This design comes from an exercise in tuning for small area, a short achievable clock period and few clock cycles on the open sky130 flow, not from production work.
Function was checked by simulation only, so behaviour that the tests miss may differ from the original.
Power is estimated from default activity; no workload was simulated.

==> design/flow/design.v <==
package sled_pkg;
  localparam int BUF_BYTES = 64;    
  localparam int STORE     = 62;    
  localparam int AGE_W     = 6;     
  localparam int GRP       = 16;    
  localparam int GRP_W     = $clog2(GRP);
  localparam int NGRP      = 64 / GRP;
  localparam logic [7:0] START_MARK = 8'h50;
  localparam logic [7:0] END_MARK   = 8'h45;
  localparam logic [1:0] KIND_PAYLOAD  = 2'd0;
  localparam logic [1:0] KIND_EMPTY    = 2'd1;
  localparam logic [1:0] KIND_OVERFLOW = 2'd2;
endpackage
import sled_pkg::*;
module sled_ram #(
  parameter int DEPTH = STORE
) (
  input  logic               clk,
  input  logic [DEPTH-1:0]   en,
  input  logic [7:0]         wdata,
  output logic [DEPTH*8-1:0] bytes_o
);
  logic [7:0] sr [DEPTH];
  always_ff @(posedge clk) begin
    if (en[0]) sr[0] <= wdata;
    for (int k = 1; k < DEPTH; k++) begin
      if (en[k]) sr[k] <= sr[k-1];
    end
  end
  always_comb begin
    for (int k = 0; k < DEPTH; k++) bytes_o[k*8 +: 8] = sr[k];
  end
endmodule
import sled_pkg::*;
module sled_front (
  input  logic       clk,
  input  logic       rst_n,
  input  logic       in_tvalid,
  output logic       in_tready,
  input  logic [7:0] in_tdata,
  output logic       q_valid,
  output logic [7:0] q_data,
  output logic       q_is_end,
  input  logic       room_n
);
  logic rdy_r;
  assign in_tready = rdy_r;
  assign q_valid   = in_tvalid && rdy_r;
  assign q_data    = in_tdata;
  assign q_is_end  = (in_tdata == END_MARK);
  always_ff @(posedge clk) begin
    if (!rst_n) begin
      rdy_r <= 1'b0;
    end else begin
      rdy_r <= room_n;
    end
  end
endmodule
import sled_pkg::*;
module sled_back (
  input  logic               clk,
  input  logic               rst_n,
  input  logic               q_valid,
  input  logic [7:0]         q_data,
  input  logic               q_is_end,
  output logic [STORE-1:0]   en,
  output logic               room_n,
  input  logic [STORE*8-1:0] bytes_i,
  output logic               out_tvalid,
  input  logic               out_tready,
  output logic [7:0]         out_tdata,
  output logic               out_tlast,
  output logic [1:0]         out_tuser
);
  logic [7:0]       hgt_r;
  logic [6:0]       lgt_r;
  logic             full_r;
  logic             has_r;
  logic             gh_r [NGRP];
  logic [GRP_W-1:0] gi_r [NGRP];
  logic [STORE-1:0] tag_r;        
  logic             prev_t_r;     
  logic             prev_z_r;     
  logic             s0v_r, s1v_r;
  logic [7:0]       s0d_r, s1d_r;
  logic             s0l_r, s1l_r;
  logic [1:0]       s0k_r, s1k_r;
  logic [7:0] b [STORE];
  always_comb begin
    for (int k = 0; k < STORE; k++) b[k] = bytes_i[k*8 +: 8];
  end
  logic consume, complete, ovf;
  assign consume  = q_valid;
  assign complete = consume && q_is_end && has_r;
  assign full_r   = hgt_r[7];
  assign ovf      = consume && !complete && full_r;
  logic [STORE-1:0] in_buf;
  logic [STORE-1:0] cand;
  always_comb begin
    for (int q = 0; q < STORE; q++) begin
      in_buf[q] = ((q / 8 == 0) || hgt_r[(q / 8 + 7) % 8]) &&
                  (hgt_r[q / 8] || ((q % 8 < 7) && lgt_r[(q % 8) % 7]));
    end
    cand[0] = (q_data == 8'd0) && (b[0] == START_MARK) && in_buf[0];
    for (int q = 1; q < STORE; q++) begin
      cand[q] = (b[q-1] == 8'(q)) && (b[q] == START_MARK) && in_buf[q];
    end
  end
  logic             has_n;
  logic             gh_n [NGRP];
  logic [GRP_W-1:0] gi_n [NGRP];
  always_comb begin
    for (int g = 0; g < NGRP; g++) begin
      gh_n[g] = 1'b0;
      gi_n[g] = '0;
      for (int k = 0; k < GRP; k++) begin
        if (g * GRP + k < STORE && cand[g*GRP+k]) begin
          gh_n[g] = 1'b1;
          gi_n[g] = GRP_W'(k);
        end
      end
    end
    has_n = 1'b0;
    for (int g = 0; g < NGRP; g++) has_n = has_n || gh_n[g];
  end
  logic [AGE_W-1:0] best;
  always_comb begin
    best = '0;
    for (int g = 0; g < NGRP; g++) begin
      if (gh_r[g]) best = {(AGE_W-GRP_W)'(g), gi_r[g]};
    end
  end
  logic s_full, tap, adv;
  assign s_full = s0v_r && s1v_r;
  assign tap    = tag_r[STORE-1];
  assign adv    = !(tap && s_full);
  always_comb begin
    for (int k = 0; k < STORE; k++) en[k] = consume || (adv && !in_buf[k]);
  end
  logic       tap_empty;
  logic       res_v, res_l;
  logic [7:0] res_d;
  logic [1:0] res_k;
  assign tap_empty = !prev_t_r && prev_z_r;   
  always_comb begin
    res_v = (tap && adv) || ovf;
    if (full_r) begin
      res_d = 8'd0;
      res_l = 1'b1;
      res_k = KIND_OVERFLOW;
    end else if (tap_empty) begin
      res_d = 8'd0;
      res_l = 1'b1;
      res_k = KIND_EMPTY;
    end else begin
      res_d = b[STORE-1];
      res_l = !tag_r[STORE-2];
      res_k = KIND_PAYLOAD;
    end
  end
  logic pop;
  logic s0v_n, s1v_n;
  assign pop = s0v_r && out_tready;
  always_comb begin
    s0v_n = s0v_r;
    s1v_n = s1v_r;
    if (pop) begin
      s0v_n = s1v_r;
      s1v_n = 1'b0;
    end
    if (res_v) begin
      if (!s0v_n) s0v_n = 1'b1;
      else        s1v_n = 1'b1;
    end
    room_n = !(s0v_n && s1v_n);
  end
  always_ff @(posedge clk) begin
    if (!rst_n) begin
      hgt_r    <= '0;
      lgt_r    <= '0;
      has_r    <= 1'b0;
      tag_r    <= '0;
      s0v_r    <= 1'b0;
      s1v_r    <= 1'b0;
    end else begin
      if (consume) begin
        if (complete) begin
          hgt_r <= '0;
          lgt_r <= '0;
        end else if (!full_r) begin
          if (lgt_r[6]) begin
            lgt_r <= '0;
            hgt_r <= {hgt_r[6:0], 1'b1};
          end else begin
            lgt_r <= {lgt_r[5:0], 1'b1};
          end
        end
        has_r <= has_n && !complete;
      end
      if (en[0]) tag_r[0] <= complete && (best == '0);
      for (int k = 1; k < STORE; k++) begin
        if (en[k]) tag_r[k] <= (complete && (best >= AGE_W'(k))) || tag_r[k-1];
      end
      s0v_r <= s0v_n;
      s1v_r <= s1v_n;
    end
    if (consume) begin
      for (int g = 0; g < NGRP; g++) begin
        gh_r[g] <= gh_n[g];
        gi_r[g] <= gi_n[g];
      end
    end
    if (en[STORE-1]) begin
      prev_t_r <= tag_r[STORE-1];
      prev_z_r <= (b[STORE-1] == 8'd0);
    end
    if (pop || !s0v_r) begin
      if (s1v_r) begin
        s0d_r <= s1d_r;
        s0l_r <= s1l_r;
        s0k_r <= s1k_r;
      end else begin
        s0d_r <= res_d;
        s0l_r <= res_l;
        s0k_r <= res_k;
      end
    end
    if (pop || !s1v_r) begin
      s1d_r <= res_d;
      s1l_r <= res_l;
      s1k_r <= res_k;
    end
  end
  assign out_tvalid = s0v_r;
  assign out_tdata  = s0d_r;
  assign out_tlast  = s0l_r;
  assign out_tuser  = s0k_r;
endmodule
import sled_pkg::*;
module start_length_end_deframer_unit (
  input  logic       clk,
  input  logic       rst_n,
  input  logic       in_tvalid,
  output logic       in_tready,
  input  logic [7:0] in_tdata,    
  output logic       out_tvalid,
  input  logic       out_tready,
  output logic [7:0] out_tdata,   
  output logic       out_tlast,
  output logic [1:0] out_tuser    
);
  logic               q_valid;
  logic [7:0]         q_data;
  logic               q_is_end;
  logic               room_n;
  logic [STORE-1:0]   en;
  logic [STORE*8-1:0] bytes;
  sled_front u_front (
    .clk       (clk),
    .rst_n     (rst_n),
    .in_tvalid (in_tvalid),
    .in_tready (in_tready),
    .in_tdata  (in_tdata),
    .q_valid   (q_valid),
    .q_data    (q_data),
    .q_is_end  (q_is_end),
    .room_n    (room_n)
  );
  sled_ram u_ram (
    .clk     (clk),
    .en      (en),
    .wdata   (q_data),
    .bytes_o (bytes)
  );
  sled_back u_back (
    .clk        (clk),
    .rst_n      (rst_n),
    .q_valid    (q_valid),
    .q_data     (q_data),
    .q_is_end   (q_is_end),
    .en         (en),
    .room_n     (room_n),
    .bytes_i    (bytes),
    .out_tvalid (out_tvalid),
    .out_tready (out_tready),
    .out_tdata  (out_tdata),
    .out_tlast  (out_tlast),
    .out_tuser  (out_tuser)
  );
endmodule
==> design/flow/run.sh <==
#!/bin/bash
# synth_recipe.tcl (not shown) runs the flow's synth.tcl, then flattens the netlist and writes it again
# the make line also repeats each setting of config.mk as NAME=value (left out here)
make -C /OpenROAD-flow-scripts/flow DESIGN_CONFIG=/design/flow/config.mk WORK_HOME=/design/flow/orfs CLKGATE_MAP_FILE= SYNTH_SCRIPT=/design/flow/synth_recipe.tcl finish
==> design/flow/config.mk <==
export PLATFORM = sky130hd
export DESIGN_NAME = start_length_end_deframer_unit
export DESIGN_NICKNAME = start_length_end_deframer_unit
export VERILOG_FILES = /design/flow/design.v
export SDC_FILE = /design/flow/constraint.sdc
export NUM_CORES = 4
export LEC_CHECK = 0
export ABC_AREA = 1
export CAP_MARGIN = 20
export CORE_MARGIN = 2
export CORE_UTILIZATION = 55
export CTS_CLUSTER_DIAMETER = 70
export CTS_CLUSTER_SIZE = 28
export SETUP_SLACK_MARGIN = 3.4
export SLEW_MARGIN = 20
==> design/flow/constraint.sdc <==
create_clock -name core_clock -period 5.5 [get_ports {clk}]
set_input_delay 1.1000 -clock core_clock [delete_from_list [all_inputs] [get_ports {clk}]]
set_output_delay 1.1000 -clock core_clock [all_outputs]
set_load 0.01 [all_outputs]
==> impl_metrics.ini, run 1 <==
[power_and_ir_drop]
p_int_mw = 6.953
p_switching_mw = 2.104
p_leak_nw = 10.95
powerDensity_nw_per_um2 = 313.1
p_clk_share_pct = 32.7
vdd_drop_max_uv = 230.5
p_comb_share_pct = 3.8
p_total_mw = 9.057
p_seq_share_pct = 63.5
swShare_pct = 23.23

[sta]
tightest_slew_ns = 0.9474
fin_crit_sh_pct = 41.86
maxSlewViolCount = 0
maxSlewHeadroom_pct = 36.77
max_freq_mhz = 434.4
final-setup-viol-count = 0
hold_viol = 0
rsz0062_at_grt = yes
fin_ws_ns = 3.198
setup_tns_ns = 0
period_minus_slack_ns = 2.302
timing.hold.ws_ns = 0.4453
clock_skew_ns = 0.03438

[cts]
cts.sinks = 621
cts_root_buf = clkbuf_16
cts_tree = done
h-tree-depth = 2
clkTransAtPathRegs_ns = 0.10
clk_latency_ns = 0.59
cts_buffer_depth = 3
cts_buffers = 36

[routing]
vias_per_cell = 5.695
dr.pass1.iters = 5
wirelength_mm = 58.61
final_antenna_net_count = 0
first_iter_violations = 1515
wl_per_cell_um = 20.16
drt_drc_violations_left = 0
via_count = 16555

[critical_path]
crit_buf_inv = 5
crit_path_cell_trace = buf_6 -> buf_12 -> nand2_4 -> nand2_2 -> nor2_4 -> o21ai_4 -> buf_4 -> buf_6 -> nor2_4 -> inv_1 -> nor2_4 -> nand2_1 -> a21oi_1
cp-start-kind = flip-flop
worstPathRequired_ns = 6.00
reg2regPathDepth = 13
timing.critical_path.from = u_back.gh_r[3]$_DFFE_PP_
path_delay_family = simple AND/OR/NAND/NOR gates
cp_slowest_stage_delay_ns = 0.54
worstPathArrival_ns = 2.80
r2r-start = u_back.gh_r[3]$_DFFE_PP_
end_kind = flip-flop
cp_max_fo = 10
crit_type = flip-flop to flip-flop
cp.depth = 13
critical_path.most_common_cell = nor2_4
slowest_stage = edfxtp_1

[final_layout]
multi_input_area_sq_um = 6994
drive_above_1_share_pct = 20.30
area_growth_syn_to_layout_pct = 16.20
antenna_cells = 0
nets = 2303
fillers = 3332
final_area_sq_um = 28930
final_util_pct = 65.13
regArea_sq_um = 17890
layout.cells.non_filler = 2907

[die]
core_area_sq_um = 44410
die_w_um = 216.7
start_util_pct = 56.05
fp.dieArea_sq_um = 46980
die_y_um = 216.7
row_count = 77
io_pins = 25

[logic_synthesis]
synthFlopType = edfxtp_1
synth_area_leaders = edfxtp_1 (65%), dfxtp_1 (6.5%), nand2_1 (5.2%)
synthArstFlopShare_pct = 0
yosysSeqAreaShare_pct = 71.66
synth_top_area_share_pct = 65.14
yosys.area.top_type = edfxtp_1
synth_edf_count = 540
syn_avg_cell_area_sq_um = 11.47
netlist_instances = 2170
ys_warn_count = 11
ys_types = 53
postSynthNetCount = 2182
synth_seq_cells = 621
synth.cell_area_sq_um = 24890

[global_route]
grt_pass1_wl_mm = 88.77
grt_max_degree = 63
grt_pass1_vias = 16047
antenna_found_initial = 0
grtUsageTotal_pct = 24.63
grt-ovfl-total = 0

[placement]
postPlaceCellArea_sq_um = 25800
dp_cells = 2748
routabilityCongestion = 0.9447
pre_cts_ws_ns = 1.511
hpwl_mm = 40.22
io_buffers = 24

[hold_path]
whs_path_depth = 0
hp-start = u_ram.sr[34][2]$_DFFE_PP_
hp-class = flip-flop to flip-flop

[status]
status = complete, no violations

[flow_run]
cap_viol_max_count = 0
worst paths after layout:
path,end,slack [ns]
min,u_ram.sr[35][2]$_DFFE_PP_,0.45
max reg2reg,u_back.tag_r[39]$_SDFFE_PN0P_,3.20
min reg2reg,u_ram.sr[35][2]$_DFFE_PP_,0.45
max,u_back.tag_r[39]$_SDFFE_PN0P_,3.20
placed cells by master (no fill, tap or decap), types with 6 or more instances in the layout:
cell type,instances
nand3_1,98
nand2_1,299
o21ai_1,18
inv_4,6
a21oi_1,69
buf_4,68
nor3_1,80
o21ai_2,29
clkbuf_16,37
a21oi_2,23
nor2_1,282
o211ai_1,11
nand4_1,43
clkinv_8,6
nand3b_1,20
a31oi_1,15
or2_2,30
nand2_4,13
o21ai_0,67
nand3_2,12
buf_6,27
buf_2,12
edfxtp_1,540
buf_12,6
dfxtp_1,63
inv_2,26
o21ai_4,6
nor4_1,16
inv_8,7
nor2_2,11
inv_1,197
clkinvlp_4,7
dfxtp_4,13
nor2_4,26
nand2_2,32
worst register-to-register path: stages (launching register included):
cell	delay, ns
edfxtp_1	0.54
buf_6	0.19
buf_12	0.14
nand2_4	0.09
nand2_2	0.07
nor2_4	0.13
o21ai_4	0.11
buf_4	0.15
buf_6	0.12
nor2_4	0.22
inv_1	0.12
nor2_4	0.14
nand2_1	0.08
a21oi_1	0.15
Yosys cell counts, types with 17 or more instances:
cell type  number
nor3_1         87
dfxtp_1        81
nand4_1        43
nor4_1         21
a31oi_1        17
nand2_1       343
a21oi_1        96
o21ai_0       110
inv_1         223
nand3_1       114
clkbuf_1       32
edfxtp_1      540
or2_2          30
nand3b_1       20
nor2_1        304
registers in the layout, indices dropped and copies added (netlist names), 2 cells and up:
signal,cells
u_back.s1d_r,8
u_back.gi_r,16
u_back.s0k_r,2
u_back.hgt_r,8
u_back.lgt_r,7
u_ram.sr,496
u_back.s0d_r,8
u_back.tag_r,62
u_back.s1k_r,2
u_back.gh_r,4
cell type report:
class	instances	share of cell area [%]
sequential	621	61.86
clock inverter	25	0.9084
inverter	238	3.344
timing repair buffer	125	3.928
timing repair inverter	1	0.02163
clock buffer	37	3.201
tap	592	2.561
multi-input combinational	1268	24.18
power groups by stage:
stage	Sequential (mW)	Clock, mW	Combinational, mW
finish	5.75	2.96	0.342
CTS	5.76	3.02	0.305
global placement	5.86	0	0.287
global route	5.81	3.20	0.383
floorplan	5.76	0	0.211
detailed placement	5.86	0	0.290
metal layers:
metal	global-route usage [%]	vias to the layer above	wire, um
met5	0	-	0
met4	8.105	0	1961
met3	3.662	129	3330
met2	39.84	531	27620
met1	34.65	8059	25700
li1	-	7836	-
kinds of logic (layout without fill, tap and decap cells):
family	Yosys count	in the layout	synth area share, %
compound gates	275	275	6.268
buf+inv	281	426	4.338
flops	621	621	71.66
simple gates	993	993	17.74
repair_timing:
item | CTS | global route
cloned | 2 | 0
setup endpoints to repair | 619 | 237
hold buffers | 0 | 0
pin swaps | 35 | 46
resized for setup | 248 | 172
setup buffers | 39 | 56
Testbench counts, summed over its fixed seeds: cycles 12,679.
==> run 2, diff against run 1 <==
--- a/design/flow/config.mk
+++ b/design/flow/config.mk
@@ -9,7 +9,7 @@
 export CAP_MARGIN = 20
 export CORE_MARGIN = 2
 export CORE_UTILIZATION = 55
-export CTS_CLUSTER_DIAMETER = 70
-export CTS_CLUSTER_SIZE = 28
+export CTS_CLUSTER_DIAMETER = 60
+export CTS_CLUSTER_SIZE = 25
 export SETUP_SLACK_MARGIN = 3.4
 export SLEW_MARGIN = 20
==> impl_metrics.ini, run 2 <==
[cts]
clk_latency_ns = 0.60
cts_tree = done
ctsHoldBuffers = 0
cts_root_buf = clkbuf_16
cts_buffers = 41
h-tree-depth = 2
cts_buffer_depth = 3
clkTransAtPathRegs_ns = 0.08
cts.sinks = 621

[logic_synthesis]
synth.cell_area_sq_um = 24890
yosysSeqAreaShare_pct = 71.66
yosys.area.top_type = edfxtp_1
netlist_instances = 2170
synth.most_common_cell = edfxtp_1
postSynthNetCount = 2182
synth_top_area_share_pct = 65.14
ys_types = 53
synth_seq_cells = 621
synthArstFlopShare_pct = 0
synth_common_cells = edfxtp_1 (540), nand2_1 (343), nor2_1 (304)
ys_warn_count = 11
syn_avg_cell_area_sq_um = 11.47
synthFlopType = edfxtp_1
synth_area_leaders = edfxtp_1 (65%), dfxtp_1 (6.5%), nand2_1 (5.2%)
synth_edf_count = 540

[final_layout]
largest_reg_flops = 496
fillers = 3296
drive_above_1_share_pct = 19.73
layout_commonest_cell = edfxtp_1
regArea_sq_um = 17890
area_growth_syn_to_layout_pct = 16.86
nets = 2295
final_cell_mix = edfxtp_1 (540), nand2_1 (301), nor2_1 (285)
multi_input_area_sq_um = 6980
largest_register = u_ram.sr
antenna_cells = 0
reg_top3 = u_ram.sr: 496 flops, u_back.tag_r: 62 flops, u_back.gi_r: 16 flops

[sta]
setup_tns_ns = 0
final-setup-viol-count = 0
period_minus_slack_ns = 2.326
tightest_slew_ns = 0.8848
rsz0062_at_grt = yes
maxSlewHeadroom_pct = 40.95
hold_viol = 0
timing.hold.ws_ns = 0.4461
max_freq_mhz = 429.9
maxSlewViolCount = 0
fin_crit_sh_pct = 42.29
clock_skew_ns = 0.02458

[global_route]
grt_pass1_vias = 16056
antenna_found_initial = 1
grt_pass1_wl_mm = 89.34
grt_max_degree = 63
grtUsageTotal_pct = 24.82
grt-ovfl-total = 0

[power_and_ir_drop]
powerDensity_nw_per_um2 = 326.7
p_total_mw = 9.505
vdd_drop_max_uv = 262.2
p_leak_nw = 10.97

[hold_path]
whs_endpoint = u_ram.sr[38][5]$_DFFE_PP_
whs_path_depth = 0
hp-class = flip-flop to flip-flop
hp-start = u_ram.sr[37][5]$_DFFE_PP_

[critical_path]
path_delay_family = simple AND/OR/NAND/NOR gates
crit_type = input pin to flip-flop
reg2regPathDepth = 12
critical_path.most_common_cell = nor2_4
r2r_end = u_back.tag_r[43]$_SDFFE_PN0P_
worstPathArrival_ns = 2.85
crit_path_cell_trace = buf_6 -> or2_4 -> nor3_4 -> and3_4 -> inv_8 -> nor2_4 -> nand2_4 -> buf_12 -> nor2_4 -> nand2_1 -> a31oi_1
reg2reg_slack_ns = 3.18
crit_buf_inv = 3
worstPathRequired_ns = 6.02
r2r-start = u_back.gh_r[3]$_DFFE_PP_
end_kind = flip-flop
cp.depth = 11
cp_max_fo = 5
slowest_stage = and3_4
cp-start-kind = input pin
cp_slowest_stage_delay_ns = 0.37

[die]
io_pins = 25
start_util_pct = 56.05
die_y_um = 216.7
die_w_um = 216.7
core_area_sq_um = 44410
row_count = 77
fp.dieArea_sq_um = 46980

[routing]
drt_drc_violations_left = 0
via_count = 16514
final_antenna_net_count = 0
wl_per_cell_um = 20.10
first_iter_violations = 1389
vias_per_cell = 5.679
wirelength_mm = 58.46
dr.pass1.iters = 5

[placement]
routabilityCongestion = 0.9447
io_buffers = 24
hpwl_mm = 40.22

[status]
status = complete, no violations

[flow_run]
cap_viol_max_count = 0
run 2: timing repair:
action                     in CTS  in global routing
setup buffers                  44                 39
setup endpoints to repair     619                189
cloned                          1                  0
pin swaps                      41                 45
resized for setup             265                139
run 2: layout make-up:
| class | instances | area share, % |
|---|---|---|
| multi-input combinational | 1268 | 24.00 |
| clock buffer | 48 | 3.798 |
| inverter | 238 | 3.295 |
| timing repair inverter | 1 | 0.03011 |
| tap | 592 | 2.546 |
| clock inverter | 28 | 1.303 |
| timing repair buffer | 112 | 3.527 |
| sequential | 621 | 61.51 |
run 2: worst max path at each step:
| stage | from | to | slack [ns] |
|---|---|---|---|
| floorplan | in_tdata[5] | u_back.tag_r[41]$_SDFFE_PN0P_ | 3.07 |
| global placement | in_tdata[2] | u_back.tag_r[44]$_SDFFE_PN0P_ | 1.52 |
| detailed placement | in_tdata[2] | u_back.tag_r[57]$_SDFFE_PN0P_ | 1.51 |
| CTS | u_back.s0d_r[4]$_DFFE_PP_ | out_tdata[4] | 3.19 |
| global route | u_back.gh_r[3]$_DFFE_PP_ | u_back.tag_r[4]$_SDFFE_PN0P_ | 3.11 |
| finish | in_tdata[4] | u_back.tag_r[43]$_SDFFE_PN0P_ | 3.17 |
run 2: worst register-to-register path: stages, from the launching register on:
cell      delay, ns
edfxtp_1       0.55
nor2_4         0.23
nand2_4        0.12
nor2_4         0.14
nand2_1        0.16
nand3_4        0.18
inv_4          0.11
nor2_4         0.15
nand2_4        0.12
buf_12         0.15
nor2_4         0.14
nand2_1        0.08
a31oi_1        0.13
run 2: cells by family after synthesis:
group	count (synthesis)	synth area share, %
AOI/OAI and AO/OA	275	6.268
buffers and inverters	281	4.338
and+or+nand+nor	993	17.74
DFF	621	71.66
run 2: layer usage:
metal	GRT usage, %	share of wire (%)
met1	34.80	44
met2	40.00	48
met3	4.458	6.0
met4	7.489	2.7
met5	0	0
run 2: metrics by stage:
step	area, sq um	util [%]	instances	worst slack, ns
2_1_floorplan	25000	-	2170	3.072
3_3_place_gp	25800	58.10	2748	1.516
3_5_place_dp	25800	58.10	2748	1.511
4_1_cts	28260	63.63	2869	3.190
5_1_grt	29090	65.50	2908	3.108
6_report	29090	65.50	2908	3.174
run 2: power by group:
group          leakage (nW)  internal [mW]  switching (mW)
sequential             6.40           5.50           0.247
combinational          3.86          0.126           0.207
clock                 0.708           1.68            1.74
total                  11.0           7.31            2.19
==> run 3, diff against run 2 <==
--- a/design/flow/config.mk
+++ b/design/flow/config.mk
@@ -11,5 +11,5 @@
 export CORE_UTILIZATION = 55
 export CTS_CLUSTER_DIAMETER = 60
 export CTS_CLUSTER_SIZE = 25
-export SETUP_SLACK_MARGIN = 3.4
+export SETUP_SLACK_MARGIN = 3.6
 export SLEW_MARGIN = 20
==> impl_metrics.ini, run 3 <==
[logic_synthesis]
ys_types = 53
synth.cell_area_sq_um = 24890
synth_edf_count = 540
synthArstFlopShare_pct = 0
synth_area_leaders = edfxtp_1 (65%), dfxtp_1 (6.5%), nand2_1 (5.2%)
synth_common_cells = edfxtp_1 (540), nand2_1 (343), nor2_1 (304)
yosysSeqAreaShare_pct = 71.66
synthFlopType = edfxtp_1
synth.most_common_cell = edfxtp_1
syn_avg_cell_area_sq_um = 11.47
netlist_instances = 2170
postSynthNetCount = 2182
yosys.area.top_type = edfxtp_1
synth_seq_cells = 621
ys_warn_count = 11
synth_top_area_share_pct = 65.14

[critical_path]
cp_slowest_stage_delay_ns = 0.54
worstPathRequired_ns = 6.00
slowest_stage = edfxtp_1
cp_max_fo = 5
cp-start-kind = flip-flop
worstPathArrival_ns = 2.75
crit_type = flip-flop to flip-flop
crit_path_cell_trace = inv_2 -> nand2_4 -> inv_6 -> nand2_2 -> nand2_4 -> a21oi_4 -> nand2_4 -> nor2_4 -> inv_4 -> nor2_4 -> nor2_4 -> buf_4 -> nor3_4 -> a21oi_2
end_kind = flip-flop

[power_and_ir_drop]
swShare_pct = 23.80
p_comb_share_pct = 4.2
powerDensity_nw_per_um2 = 306.2
p_switching_mw = 2.271
p_total_mw = 9.544
p_seq_share_pct = 60.3
p_int_mw = 7.273
vdd_drop_max_uv = 315.5
p_clk_share_pct = 35.5
p_leak_nw = 11.77

[final_layout]
final_util_pct = 70.18
final_cell_mix = edfxtp_1 (540), nand2_1 (279), nor2_1 (263)
drive_above_1_share_pct = 29.26
largest_reg_flops = 496
nets = 2386
area_growth_syn_to_layout_pct = 25.22
layout_commonest_cell = edfxtp_1
largest_register = u_ram.sr
antenna_cells = 0
reg_top3 = u_ram.sr: 496 flops, u_back.tag_r: 62 flops, u_back.gi_r: 16 flops

[status]
status = complete, no violations

[hold_path]
hp-class = flip-flop to flip-flop

[routing]
dr.pass1.iters = 5
final_antenna_net_count = 0
drt_drc_violations_left = 0
vias_per_cell = 5.720
first_iter_violations = 1558
top_layer = met4
wirelength_mm = 62.61
route.met3.wl_mm = 4.990
wl_per_cell_um = 20.89
via_count = 17150
wl_met1_mm = 25.72
route.met2.wl_mm = 29.50

[die]
die_w_um = 216.7
die_y_um = 216.7
fp.dieArea_sq_um = 46980
row_count = 77
io_pins = 25
start_util_pct = 56.05
core_area_sq_um = 44410

[cts]
clk_latency_ns = 0.61
cts_root_buf = clkbuf_16
clkTransAtPathRegs_ns = 0.10
ctsHoldBuffers = 0
cts_buffer_depth = 3
h-tree-depth = 2
cts.sinks = 621
cts_buffers = 40
cts_tree = done

[sta]
clock_skew_ns = 0.03162
fin_ws_ns = 3.245
fin_crit_sh_pct = 40.99
rsz0062_at_grt = yes
setup_tns_ns = 0
final-setup-viol-count = 0
period_minus_slack_ns = 2.255
maxSlewHeadroom_pct = 36.13
max_freq_mhz = 443.5
tightest_slew_ns = 0.9570
hold_viol = 0
maxSlewViolCount = 0

[global_route]
grt-ovfl-total = 0
grt_pass1_wl_mm = 91.60
antenna_found_initial = 0
grt_pass1_vias = 16362
grtUsageTotal_pct = 25.43
grt_max_degree = 63

[placement]
hpwl_mm = 39.77
io_buffers = 24
pre_cts_ws_ns = 1.539
routabilityCongestion = 0.9406

[flow_run]
cap_viol_max_count = 0
run 3: cell count changes in the layout (fill, tap and decap cells not counted), moves of 15 or more:
cell	before	now
a21oi_2	29	46
nand2_1	301	279
nor2_1	285	263
nand2_8	4	22
inv_1	203	177
a21oi_1	64	31
a21oi_4	4	20
o21ai_4	6	28
inv_2	20	35
nor3_1	79	63
o21ai_0	73	54
buf_4	50	118
run 3: timing repair:
item	4_1_cts	5_1_grt
setup buffers	89	80
gates cloned	5	2
resized for setup	398	197
pin swaps	82	88
endpoints found under the setup margin	632	323
run 3: area by class of cell:
type	instances	area, sq um
Tap cell	592	740.7
Fill cell	3038	13240
Inverter	238	1036
Sequential cell	621	17900
Multi-Input combinational cell	1269	8155
Timing Repair Buffer	202	1883
Clock buffer	41	1026
Clock inverter	33	409.1
Timing Repair inverter	2	18.77
run 3: metal layers:
metal | up-vias | global-route usage, %
met2 | 663 | 41.14
met4 | 0 | 8.767
met1 | 8304 | 35.32
met3 | 168 | 4.221
li1 | 8015 | -
met5 | - | 0
run 3: path summary, 6_finish.rpt:
path	cells past startpoint	start	slack [ns]	to
max reg2reg	14	u_back.gh_r[3]$_DFFE_PP_	3.25	u_back.tag_r[3]$_SDFFE_PN0P_
min reg2reg	0	u_ram.sr[2][3]$_DFFE_PP_	0.44	u_ram.sr[3][3]$_DFFE_PP_
max	14	u_back.gh_r[3]$_DFFE_PP_	3.25	u_back.tag_r[3]$_SDFFE_PN0P_
min	0	u_ram.sr[2][3]$_DFFE_PP_	0.44	u_ram.sr[3][3]$_DFFE_PP_
run 3: kinds of logic (layout without fill, tap and decap cells):
logic type,Yosys count,count (layout),synth area share (%)
AND/OR/NAND/NOR,993,994,17.74
buffers and inverters,281,516,4.338
flip-flops,621,621,71.66
AO/OA/AOI/OAI,275,275,6.268
run 3: critical path: cells and delay by family (launching register included):
kind            cells  cell delay (ns)
compound gates      2             0.21
buf+inv             4             0.41
flops               1             0.54
simple gates        8             0.95
run 3: metrics by stage:
stage	cell area, sq um	hold WS [ns]	cells
2_1_floorplan	25760	0.4166	2170
3_3_place_gp	26420	0.4229	2748
3_5_place_dp	26420	0.4236	2748
4_1_cts	29760	0.4327	2916
5_1_grt	31170	0.4502	2998
6_report	31170	0.4359	2998
run 3: power by group through the flow:
stage / combinational [mW] / sequential (mW) / clock [mW]
final: 0.405 / 5.75 / 3.39
after global routing: 0.444 / 5.80 / 3.60
after CTS: 0.357 / 5.75 / 3.43
after detailed placement: 0.307 / 5.86 / 0
after global placement: 0.305 / 5.85 / 0
after floorplan: 0.238 / 5.76 / 0
==> run 4, diff against run 3 <==
--- a/design/flow/design.v
+++ b/design/flow/design.v
@@ -144,7 +144,7 @@
   assign tap_empty = !prev_t_r && prev_z_r;   
   always_comb begin
     res_v = (tap && adv) || ovf;
-    if (full_r) begin
+    if (ovf) begin
       res_d = 8'd0;
       res_l = 1'b1;
       res_k = KIND_OVERFLOW;
@@ -225,7 +225,7 @@
         s0k_r <= res_k;
       end
     end
-    if (pop || !s1v_r) begin
+    if (res_v && s0v_r && !(pop && !s1v_r)) begin
       s1d_r <= res_d;
       s1l_r <= res_l;
       s1k_r <= res_k;
--- a/design/flow/config.mk
+++ b/design/flow/config.mk
@@ -11,5 +11,5 @@
 export CORE_UTILIZATION = 55
 export CTS_CLUSTER_DIAMETER = 60
 export CTS_CLUSTER_SIZE = 25
-export SETUP_SLACK_MARGIN = 3.6
+export SETUP_SLACK_MARGIN = 3.2
 export SLEW_MARGIN = 20
==> impl_metrics.ini, run 4 <==
[status]
status = complete, no violations

[sta]
max_freq_mhz = 432.5
hold_viol = 0
maxSlewHeadroom_pct = 47.25
clock_skew_ns = 0.03981
fin_crit_sh_pct = 42.03
tightest_slew_ns = 0.7861
period_minus_slack_ns = 2.312
setup_tns_ns = 0
rsz0062_at_grt = yes
final-setup-viol-count = 0
maxSlewViolCount = 0

[logic_synthesis]
ys_types = 51
synth_edf_count = 540
yosysSeqAreaShare_pct = 71.56
synth_area_leaders = edfxtp_1 (65%), dfxtp_1 (6.5%), nand2_1 (5.0%)
synth_top_area_share_pct = 65.05
synthArstFlopShare_pct = 0
yosys.area.top_type = edfxtp_1
postSynthNetCount = 2168
synth_seq_cells = 621
synth_common_cells = edfxtp_1 (540), nand2_1 (331), nor2_1 (279)
synth.most_common_cell = edfxtp_1
syn_avg_cell_area_sq_um = 11.56
netlist_instances = 2156
ys_warn_count = 11
synth.cell_area_sq_um = 24930
synthFlopType = edfxtp_1

[die]
fp.dieArea_sq_um = 47040
start_util_pct = 55.29
core_area_sq_um = 45090
die_w_um = 216.9
row_count = 78
io_pins = 25
die_y_um = 216.9

[hold_path]
hp-class = flip-flop to flip-flop
whs_path_depth = 0

[critical_path]
worstPathRequired_ns = 6.05
timing.critical_path.from = u_back.gh_r[3]$_DFFE_PP_
r2r_end = u_back.tag_r[58]$_SDFFE_PN0P_
cp-start-kind = flip-flop
r2r-start = u_back.gh_r[3]$_DFFE_PP_
end_kind = flip-flop
crit_type = flip-flop to flip-flop
slowest_stage = edfxtp_1
reg2regPathDepth = 11
worstPathArrival_ns = 2.86
cp_max_fo = 9
crit_end = u_back.tag_r[58]$_SDFFE_PN0P_
cp_slowest_stage_delay_ns = 0.55
crit_path_cell_trace = nor2_4 -> nand2_4 -> nor2_4 -> nand2_1 -> nand3_4 -> inv_2 -> a211oi_1 -> o21ai_1 -> o21ai_0 -> nand2_1 -> inv_1
reg2reg_slack_ns = 3.19

[placement]
dp_cells = 2773
routabilityCongestion = 0.9005
postPlaceCellArea_sq_um = 26010
io_buffers = 24
hpwl_mm = 39.07

[cts]
cts.sinks = 621
cts_buffers = 41
clkTransAtPathRegs_ns = 0.09
clk_latency_ns = 0.61
cts_buffer_depth = 3
cts_root_buf = clkbuf_16
h-tree-depth = 2
cts_tree = done
ctsHoldBuffers = 0

[final_layout]
antenna_cells = 0
nets = 2277
final_area_sq_um = 28100
layout.cells.non_filler = 2896
largest_register = u_ram.sr
area_growth_syn_to_layout_pct = 12.73
final_cell_mix = edfxtp_1 (540), nand2_1 (311), nor2_1 (272)
largest_reg_flops = 496
drive_above_1_share_pct = 14.42
layout_commonest_cell = edfxtp_1
reg_top3 = u_ram.sr: 496 flops, u_back.tag_r: 62 flops, u_back.gi_r: 16 flops

[power_and_ir_drop]
p_leak_nw = 10.76
vdd_drop_max_uv = 257.9
powerDensity_nw_per_um2 = 333.6

[routing]
drt_drc_violations_left = 0
vias_per_cell = 5.578
final_antenna_net_count = 0
wirelength_mm = 55.88
via_count = 16154
dr.pass1.iters = 5
first_iter_violations = 1582
wl_per_cell_um = 19.30

[global_route]
grt_pass1_vias = 15798
antenna_found_initial = 0
grt_max_degree = 69
grtUsageTotal_pct = 24.14
grt_pass1_wl_mm = 87.55
grt-ovfl-total = 0

[flow_run]
cap_viol_max_count = 0
-- run 4: cell types whose count changed after synthesis, moves of 5 or more --
cell,change
nand3_1,-17
nor3_1,-9
o22ai_1,-5
nor3b_1,+6
o21ai_0,+17
clkbuf_1,-12
o21ai_1,+7
nor2_1,-25
a31oi_1,+12
nand2_1,-12
o211ai_1,-5
inv_1,+20
nand4_1,+13
-- run 4: per-layer routing --
layer / vias up / track usage [%] / wire (um)
met1: 7775 / 34.97 / 25140
met3: 108 / 2.977 / 3254
met4: 0 / 9.384 / 1887
li1: 7773 / - / -
met5: - / 0 / 0
met2: 498 / 37.71 / 25600
-- run 4: worst min-delay path by stage --
stage / end / startpoint / slack (ns)
3_3_place_gp: u_ram.sr[38][3]$_DFFE_PP_ / u_ram.sr[37][3]$_DFFE_PP_ / 0.42
2_1_floorplan: u_ram.sr[11][7]$_DFFE_PP_ / u_ram.sr[10][7]$_DFFE_PP_ / 0.42
4_1_cts: u_ram.sr[48][3]$_DFFE_PP_ / u_ram.sr[47][3]$_DFFE_PP_ / 0.44
6_report: u_ram.sr[48][3]$_DFFE_PP_ / u_ram.sr[47][3]$_DFFE_PP_ / 0.44
3_5_place_dp: u_ram.sr[14][7]$_DFFE_PP_ / u_ram.sr[13][7]$_DFFE_PP_ / 0.42
5_1_grt: u_ram.sr[57][5]$_DFFE_PP_ / u_ram.sr[56][5]$_DFFE_PP_ / 0.45
-- run 4: cells by family after synthesis --
logic type | after synthesis | share of synthesized area, %
AO/OA/AOI/OAI | 294 | 6.641
flip-flops | 621 | 71.56
buffers and inverters | 296 | 4.588
AND/OR/NAND/NOR | 945 | 17.22
-- run 4: final cells by class --
| cell class | instances | area [sq um] |
|---|---|---|
| well taps | 600 | 750.7 |
| flip-flops and latches | 621 | 17870 |
| fillers | 3606 | 16990 |
| repair inverters | 1 | 8.758 |
| multi-input cells | 1240 | 6192 |
| clock buffers | 45 | 1104 |
| clock inverters | 29 | 320.3 |
| inverters | 261 | 1044 |
| repair buffers | 99 | 807.0 |
-- run 4: critical path: cells and delay by family (launching register included) --
kind / cells / cell delay [ns]
DFF: 1 / 0.55
buffers and inverters: 2 / 0.20
AOI/OAI and AO/OA: 3 / 0.65
and+or+nand+nor: 6 / 0.86
-- run 4: power by group --
group / internal (mW) / switching [mW]
Combinational: 0.114 / 0.185
Clock: 1.59 / 1.73
Sequential: 5.51 / 0.248
-- run 4: repair_timing --
item,CTS,global route
endpoints found under the setup margin,633,222
pin swaps,13,6
gates resized for setup,135,43
cloned,2,0
buffers inserted,23,24
-- run 4: per-stage QoR --
step	worst slack, ns	hold WS, ns	util (%)	total power, mW
2_1_floorplan	3.120	0.4174	-	5.967
3_3_place_gp	1.914	0.4218	57.70	6.141
3_5_place_dp	1.920	0.4236	57.70	6.148
4_1_cts	3.171	0.4366	61.62	9.435
5_1_grt	3.092	0.4527	62.32	9.706
6_report	3.188	0.4370	62.32	9.375
Testbench counts of run 4, summed over its fixed seeds: cycles 12,679.

what the ideal ports hide:
The flow's constraints put no driver on any port. The routed layouts listed below were extracted and timed again, unchanged, in two steps. Step 1: set_driving_cell puts a clkbuf_16 on clk and a buf_2 on each other input, an assumption about the parent block. Step 2 also shifts input and output timing later by t, the mid clock arrival at the registers, as if the neighbouring blocks saw the same clock. Three values: ideal ports, drivers, drivers and shift; two values: the first two.
| run | t, ns | setup WS [ns] | worst data-port slew with drivers (ns) |
|---|---|---|---|
| run 1 | 0.631 | 3.198 / 3.166 / 2.628 | 0.04 |
| run 2 | 0.649 | 3.174 / 3.175 / 2.552 | 0.04 |
| run 3 | 0.658 | 3.245 / 3.245 / 2.617 | 0.04 |
| run 4 | 0.642 | 3.188 / 3.188 / 2.715 | 0.03 |
After both steps every run listed still meets setup and hold. The setup slack of run 3, which loses most, moves by 0.000 ns with the drivers and by -0.628 ns with both steps.
